Background: an optimization exercise with open tools, aiming at small area and a short achievable clock period. Do not read the settings as production practice. At most, simulation tests tie the RTL to the original design; equivalence was not proved.

==> v14 <==
==> flow/design.v <==
package dandy_pkg;
   localparam logic [7:0] HDR_BYTE = 8'hA5;
   localparam logic [7:0] DAC_MID  = 8'h80;
   typedef struct packed {
      logic [7:0] x;
      logic [7:0] y;
   } point_t;
endpackage
module xy_point_bank (
   input  logic        clk,
   input  logic        en_i,      
   input  logic        load_i,    
   input  logic [15:0] wdata_i,
   input  logic        one_i,     
   input  logic        two_i,     
   input  logic [5:0]  inc_i,     
   output logic [15:0] head_o,
   output logic [15:0] p1_o
);
   logic [15:0] h_q, p1_q, t_q;
   logic [29:0][15:0] sa_q;
   logic [15:0][15:0] s16_q;
   logic [7:0][15:0]  s8_q;
   logic [3:0][15:0]  s4_q;
   logic [1:0][15:0]  s2_q;
   logic [15:0] s1_q;
   logic [15:0] tin, c0, c1, c2, c3, c4, c5, c6;
   assign tin = load_i ? wdata_i : h_q;
   assign c0 = t_q;
   assign c1 = inc_i[0] ? sa_q[0]  : c0;
   assign c2 = inc_i[1] ? s16_q[0] : c1;
   assign c3 = inc_i[2] ? s8_q[0]  : c2;
   assign c4 = inc_i[3] ? s4_q[0]  : c3;
   assign c5 = inc_i[4] ? s2_q[0]  : c4;
   assign c6 = inc_i[5] ? s1_q     : c5;
   always_ff @(posedge clk)
      if (en_i) begin
         h_q  <= one_i ? tin : p1_q;
         p1_q <= two_i ? tin : c6;
         t_q  <= tin;
         for (int i = 0; i < 29; i++) sa_q[i]  <= sa_q[i+1];
         sa_q[29]  <= c0;
         for (int i = 0; i < 15; i++) s16_q[i] <= s16_q[i+1];
         s16_q[15] <= c1;
         for (int i = 0; i < 7; i++)  s8_q[i]  <= s8_q[i+1];
         s8_q[7]   <= c2;
         for (int i = 0; i < 3; i++)  s4_q[i]  <= s4_q[i+1];
         s4_q[3]   <= c3;
         s2_q[0]   <= s2_q[1];
         s2_q[1]   <= c4;
         s1_q      <= c5;
      end
   assign head_o = h_q;
   assign p1_o   = p1_q;
endmodule
module xy_frame_sequencer
#(
   parameter int          DEPTH   = 64,
   parameter int          DWELL   = 2,
   parameter logic [15:0] TIMEOUT = 16'd50000
) (
   input  logic       clk,
   input  logic       reset,
   input  logic       enable,
   input  logic       step,
   input  logic       rx_valid,
   input  logic [7:0] rx_data,
   output logic [7:0] xdac,
   output logic [7:0] ydac,
   output logic       frame_start,
   output logic       loading,
   output logic       load_err
);
   logic       st_c_q, st_x_q, st_y_q, busy_q, err_q;
   logic [6:0] n_q;             
   logic [6:0] rem_q;           
   logic       last_q;          
   logic [7:0] x_q;
   logic       hdr, cnt_ok, wr_en, ld_done;
   logic [15:0] wdata;
   assign hdr     = (rx_data == dandy_pkg::HDR_BYTE);
   assign cnt_ok  = (rx_data != 8'd0) && (rx_data <= 8'd64);
   assign wr_en   = rx_valid && st_y_q;
   assign ld_done = wr_en && last_q;
   assign wdata   = {x_q, rx_data};
   always_ff @(posedge clk)
      if (reset) begin
         st_c_q <= 1'b0;
         st_x_q <= 1'b0;
         st_y_q <= 1'b0;
         busy_q <= 1'b0;
         err_q  <= 1'b0;
      end else if (rx_valid) begin
         st_c_q <= !busy_q && hdr;
         st_x_q <= (st_c_q && cnt_ok) || (st_y_q && !last_q);
         st_y_q <= st_x_q;
         busy_q <= (!busy_q && hdr) || (st_c_q && cnt_ok) || st_x_q || (st_y_q && !last_q);
         if (st_c_q) err_q <= !cnt_ok;
      end
   always_ff @(posedge clk)
      if (rx_valid) begin
         if (st_c_q) begin
            n_q    <= rx_data[6:0];
            rem_q  <= rx_data[6:0];
            last_q <= (rx_data == 8'd1);
         end
         if (st_x_q) x_q <= rx_data;
         if (st_y_q) begin
            rem_q  <= rem_q - 7'd1;
            last_q <= (rem_q == 7'd2);
         end
      end
   logic [6:0] s3, rem5;
   logic       cf_one, cf_two, cf_big;
   logic [5:0] cf_inc, cf_lidx;
   assign cf_one  = (n_q == 7'd1);
   assign cf_two  = (n_q == 7'd2);
   assign s3      = n_q - 7'd3;
   assign cf_big  = !cf_one && !cf_two && (s3 >= 7'd30);
   assign rem5    = cf_big ? s3 - 7'd30 : s3;
   assign cf_inc  = {rem5[0], rem5[1], rem5[2], rem5[3], rem5[4], cf_big};
   assign cf_lidx = 6'(n_q - 7'd1);
   logic       one_q [2];
   logic       two_q [2];
   logic [5:0] inc_q [2];
   logic [5:0] lidx_q[2];       
   logic        run_q, dwell_q, act_q, swp_q, fs_q, rot_q, have_q;
   logic [5:0]  idx_q;
   logic [15:0] rdata_q;
   logic [15:0] head [2];
   logic [15:0] p1   [2];
   logic        last_pt, adv, wrap, swap_w, swap_i, start, rd_en;
   logic        act_n;
   assign act_n   = ~act_q;
   assign last_pt = (idx_q == lidx_q[act_q]);
   assign start   = !run_q && enable && have_q;
   assign adv     = run_q && enable && step && dwell_q;
   assign wrap    = adv && last_pt;
   assign swap_w  = wrap && (swp_q || ld_done) && (!(st_x_q || st_y_q) || ld_done);
   assign swap_i  = ld_done && !have_q;
   assign rd_en   = start || adv;
   always_ff @(posedge clk)
      if (rx_valid && st_x_q) begin
         one_q[act_n]  <= cf_one;
         two_q[act_n]  <= cf_two;
         inc_q[act_n]  <= cf_inc;
         lidx_q[act_n] <= cf_lidx;
      end
   always_ff @(posedge clk)
      if (reset) begin
         run_q   <= 1'b0;
         dwell_q <= 1'b0;
         idx_q   <= '0;
         act_q   <= 1'b0;
         swp_q   <= 1'b0;
         fs_q    <= 1'b0;
         rot_q   <= 1'b0;
         have_q  <= 1'b0;
         rdata_q <= {dandy_pkg::DAC_MID, dandy_pkg::DAC_MID};
      end else begin
         fs_q   <= start || wrap;
         rot_q  <= rd_en;
         have_q <= have_q || ld_done;
         if (start) run_q <= 1'b1;
         if (start)                          dwell_q <= 1'b0;
         else if (run_q && enable && step)   dwell_q <= !dwell_q;
         if (start || wrap) idx_q <= '0;
         else if (adv)      idx_q <= idx_q + 6'd1;
         if (swap_i || swap_w) act_q <= act_n;
         if (swap_w)                 swp_q <= 1'b0;
         else if (ld_done && have_q) swp_q <= 1'b1;
         if (swap_w) rdata_q <= !ld_done ? head[act_n] : one_q[act_n] ? wdata : p1[act_n];
         else if (rd_en) rdata_q <= head[act_q];
      end
   for (genvar b = 0; b < 2; b++) begin : g_bank
      logic en, ld;
      assign ld = (act_q != 1'(b));
      assign en = ld ? wr_en : rot_q;
      xy_point_bank u_bank (
         .clk     (clk),
         .en_i    (en),
         .load_i  (ld),
         .wdata_i (wdata),
         .one_i   (one_q[b]),
         .two_i   (two_q[b]),
         .inc_i   (inc_q[b]),
         .head_o  (head[b]),
         .p1_o    (p1[b])
      );
   end
   assign xdac        = rdata_q[15:8];
   assign ydac        = rdata_q[7:0];
   assign frame_start = fs_q;
   assign loading     = busy_q;
   assign load_err    = err_q;
endmodule
==> flow/run.sh <==
#!/bin/bash
# synth_recipe.tcl (not shown) runs the flow's synth.tcl, then flattens the netlist and writes it again
# the make line also repeats each setting of config.mk as NAME=value (left out here)
make -C /OpenROAD-flow-scripts/flow DESIGN_CONFIG=/design/flow/config.mk WORK_HOME=/design/flow/orfs CLKGATE_MAP_FILE= SYNTH_SCRIPT=/design/flow/synth_recipe.tcl finish
==> flow/config.mk <==
export PLATFORM = sky130hd
export DESIGN_NAME = xy_frame_sequencer
export DESIGN_NICKNAME = xy_frame_sequencer
export VERILOG_FILES = /design/flow/design.v
export SDC_FILE = /design/flow/constraint.sdc
export NUM_CORES = 4
export LEC_CHECK = 0
export CAP_MARGIN = 20
export CORE_MARGIN = 2
export CORE_UTILIZATION = 40
export SLEW_MARGIN = 20
==> flow/constraint.sdc <==
create_clock -name core_clock -period 9.0 [get_ports {clk}]
set_input_delay 1.8000 -clock core_clock [delete_from_list [all_inputs] [get_ports {clk}]]
set_output_delay 1.8000 -clock core_clock [all_outputs]
set_load 0.01 [all_outputs]
==> inputs of v21, as changes to v14 <==
==> flow/design.v, changed modules only <==
module xy_frame_sequencer
#(
   parameter int          DEPTH   = 64,
   parameter int          DWELL   = 2,
   parameter logic [15:0] TIMEOUT = 16'd50000
) (
   input  logic       clk,
   input  logic       reset,
   input  logic       enable,
   input  logic       step,
   input  logic       rx_valid,
   input  logic [7:0] rx_data,
   output logic [7:0] xdac,
   output logic [7:0] ydac,
   output logic       frame_start,
   output logic       loading,
   output logic       load_err
);
   logic       st_c_q, st_x_q, st_y_q, busy_q, err_q;
   logic [6:0] n_q;             
   logic [6:0] rem_q;           
   logic       last_q;          
   logic [7:0] x_q;
   logic       hdr, cnt_ok, wr_en, ld_done;
   logic [15:0] wdata;
   assign hdr     = (rx_data == dandy_pkg::HDR_BYTE);
   assign cnt_ok  = (rx_data != 8'd0) && (rx_data <= 8'd64);
   assign wr_en   = rx_valid && st_y_q;
   assign ld_done = wr_en && last_q;
   assign wdata   = {x_q, rx_data};
   always_ff @(posedge clk)
      if (reset) begin
         st_c_q <= 1'b0;
         st_x_q <= 1'b0;
         st_y_q <= 1'b0;
         busy_q <= 1'b0;
         err_q  <= 1'b0;
      end else if (rx_valid) begin
         st_c_q <= !busy_q && hdr;
         st_x_q <= (st_c_q && cnt_ok) || (st_y_q && !last_q);
         st_y_q <= st_x_q;
         busy_q <= (!busy_q && hdr) || (st_c_q && cnt_ok) || st_x_q || (st_y_q && !last_q);
         if (st_c_q) err_q <= !cnt_ok;
      end
   always_ff @(posedge clk)
      if (rx_valid) begin
         if (st_c_q) begin
            n_q    <= rx_data[6:0];
            rem_q  <= rx_data[6:0];
            last_q <= (rx_data == 8'd1);
         end
         if (st_x_q) x_q <= rx_data;
         if (st_y_q) begin
            rem_q  <= rem_q - 7'd1;
            last_q <= (rem_q == 7'd2);
         end
      end
   logic [6:0] s3, rem5;
   logic       cf_one, cf_two, cf_big;
   logic [5:0] cf_inc, cf_lidx;
   assign cf_one  = (n_q == 7'd1);
   assign cf_two  = (n_q == 7'd2);
   assign s3      = n_q - 7'd3;
   assign cf_big  = !cf_one && !cf_two && (s3 >= 7'd30);
   assign rem5    = cf_big ? s3 - 7'd30 : s3;
   assign cf_inc  = {rem5[0], rem5[1], rem5[2], rem5[3], rem5[4], cf_big};
   assign cf_lidx = 6'(n_q - 7'd1);
   logic       one_q [2];
   logic       two_q [2];
   logic [5:0] inc_q [2];
   logic [5:0] lidx_q[2];       
   logic        run_q, dwell_q, act_q, swp_q, fs_q, rot_q, have_q;
   logic [5:0]  idx_q;
   logic [15:0] rdata_q;
   logic [15:0] head [2];
   logic [15:0] p1   [2];
   logic        last_pt, adv, wrap, swap_w, swap_i, start, rd_en;
   logic        act_n;
   logic        wr_q, wb_q, lag_q;
   logic [15:0] wd_q;
   logic [15:0] lhead [2];      
   assign act_n   = ~act_q;
   assign last_pt = (idx_q == lidx_q[act_q]);
   assign start   = !run_q && enable && have_q;
   assign adv     = run_q && enable && step && dwell_q;
   assign wrap    = adv && last_pt;
   assign swap_w  = wrap && (swp_q || ld_done) && (!(st_x_q || st_y_q) || ld_done);
   assign swap_i  = ld_done && !have_q;
   assign rd_en   = start || adv;
   always_ff @(posedge clk)
      if (rx_valid && st_x_q) begin
         one_q[act_n]  <= cf_one;
         two_q[act_n]  <= cf_two;
         inc_q[act_n]  <= cf_inc;
         lidx_q[act_n] <= cf_lidx;
      end
   always_ff @(posedge clk)
      if (reset) begin
         run_q   <= 1'b0;
         dwell_q <= 1'b0;
         idx_q   <= '0;
         act_q   <= 1'b0;
         swp_q   <= 1'b0;
         fs_q    <= 1'b0;
         rot_q   <= 1'b0;
         lag_q   <= 1'b0;
         have_q  <= 1'b0;
         rdata_q <= {dandy_pkg::DAC_MID, dandy_pkg::DAC_MID};
      end else begin
         fs_q   <= start || wrap;
         rot_q  <= rd_en;
         lag_q  <= (rot_q || lag_q) && wr_q && (wb_q == act_q);
         have_q <= have_q || ld_done;
         if (start) run_q <= 1'b1;
         if (start)                          dwell_q <= 1'b0;
         else if (run_q && enable && step)   dwell_q <= !dwell_q;
         if (start || wrap) idx_q <= '0;
         else if (adv)      idx_q <= idx_q + 6'd1;
         if (swap_i || swap_w) act_q <= act_n;
         if (swap_w)                 swp_q <= 1'b0;
         else if (ld_done && have_q) swp_q <= 1'b1;
         if (swap_w) rdata_q <= !ld_done ? lhead[act_n] : one_q[act_n] ? wdata : p1[act_n];
         else if (rd_en) rdata_q <= lhead[act_q];
      end
   always_ff @(posedge clk) begin
      wr_q <= wr_en;
      if (wr_en) begin
         wb_q <= act_n;
         wd_q <= wdata;
      end
   end
   for (genvar b = 0; b < 2; b++) begin : g_bank
      logic en, ld, rot, sel1;
      assign ld   = wr_q && (wb_q == 1'(b));
      assign rot  = (rot_q || lag_q) && (act_q == 1'(b));
      assign en   = ld || rot;
      assign sel1 = ld || (lag_q && (act_q == 1'(b)));
      assign lhead[b] = !sel1 ? head[b] : !one_q[b] ? p1[b] : ld ? wd_q : head[b];
      xy_point_bank u_bank (
         .clk     (clk),
         .en_i    (en),
         .load_i  (ld),
         .wdata_i (wd_q),
         .one_i   (one_q[b]),
         .two_i   (two_q[b]),
         .inc_i   (inc_q[b]),
         .head_o  (head[b]),
         .p1_o    (p1[b])
      );
   end
   assign xdac        = rdata_q[15:8];
   assign ydac        = rdata_q[7:0];
   assign frame_start = fs_q;
   assign loading     = busy_q;
   assign load_err    = err_q;
endmodule
==> flow/flow/run.sh (new file) <==
#!/bin/bash
# Standard ORFS layout (the standard.sh, standard synthesis unchanged) with
# a few layout knobs passed to make:
#  - footprint matching off, so timing repair may resize the port buffers;
#  - port buffers start as buf_2 rather than a delay cell;
#  - setup repair aims at a tighter slack margin;
#  - CTS without dummy loads and with larger sink clusters.
set -euo pipefail
bash standard.sh \
  MATCH_CELL_FOOTPRINT=0 \
  SETUP_SLACK_MARGIN=6 \
  "BUFFER_PORTS_ARGS=-buffer_cell sky130_fd_sc_hd__buf_2" \
  "CTS_ARGS=-sink_clustering_enable -repair_clock_nets -sink_clustering_size 30 -sink_clustering_max_diameter 80 -buf_list sky130_fd_sc_hd__clkbuf_16 -dont_use_dummy_load" \
  finish > make_finish.log 2>&1
==> flow/standard.sh (new file) <==
#!/bin/bash
# synth_recipe.tcl (not shown) runs the flow's synth.tcl, then flattens the netlist and writes it again
# the make line also repeats each setting of config.mk as NAME=value (left out here)
make -C /OpenROAD-flow-scripts/flow DESIGN_CONFIG=/design/flow/config.mk WORK_HOME=/design/flow/orfs CLKGATE_MAP_FILE= SYNTH_SCRIPT=/design/flow/synth_recipe.tcl "${@:-finish}"
CORE_UTILIZATION = 55   (was 40)
removed: flow/run.sh
==> results.cfg <==
[outcome]
status = timing/DRC/antenna clean

[global_route]
grt_antenna_before_repair = 7

[cells_and_area]
clock_buffers = 238

[worst_setup_path]
crit_start = rx_valid
Source of the figures above: v14

==> results.cfg <==
[synthesis]
ys_seq_area_share_pct = 90.23

[cells_and_area]
buf_share_pct = 1.372
clock_buffers = 92

[worst_setup_path]
crit_start = rdata_q[15]
path_class = reg2out

[outcome]
status = timing/DRC/antenna clean
Source of the figures above: v21

No functional check of the RTL was part of v21.

## static timing again, ports no longer ideal
In the flow no input, the clock included, has a driving cell. The finished layouts below were timed again as built, in two steps.
Step 1 (the two cells are an assumption about what drives the block):
set clk [get_ports {clk}]
set_driving_cell -lib_cell sky130_fd_sc_hd__clkbuf_16 $clk
set_driving_cell -lib_cell sky130_fd_sc_hd__buf_2 [delete_from_list [all_inputs] $clk]
Step 2, shift: input delay + t, output delay - t, t = (earliest + latest rising clock arrival at the registers) / 2. This alone moves slack from input paths to output paths.
Three values: ideal ports, drivers, drivers and shift; two values: the first two.
run	shift t [ns]	slack for setup (ns)	worst setup path at the end	worst register clock-pin slew, ns	worst data-port slew with drivers (ns)
v14	0.857	4.721 / 4.660 / 3.804	input to register	0.07 / 0.07	0.14
v21	0.771	5.985 / 5.909 / 5.316	input to register	0.11 / 0.11	0.12
After both steps every run listed still meets setup and hold. For v14, which loses most, drivers alone change the setup slack by -0.061 ns; drivers and shift together by -0.917 ns.
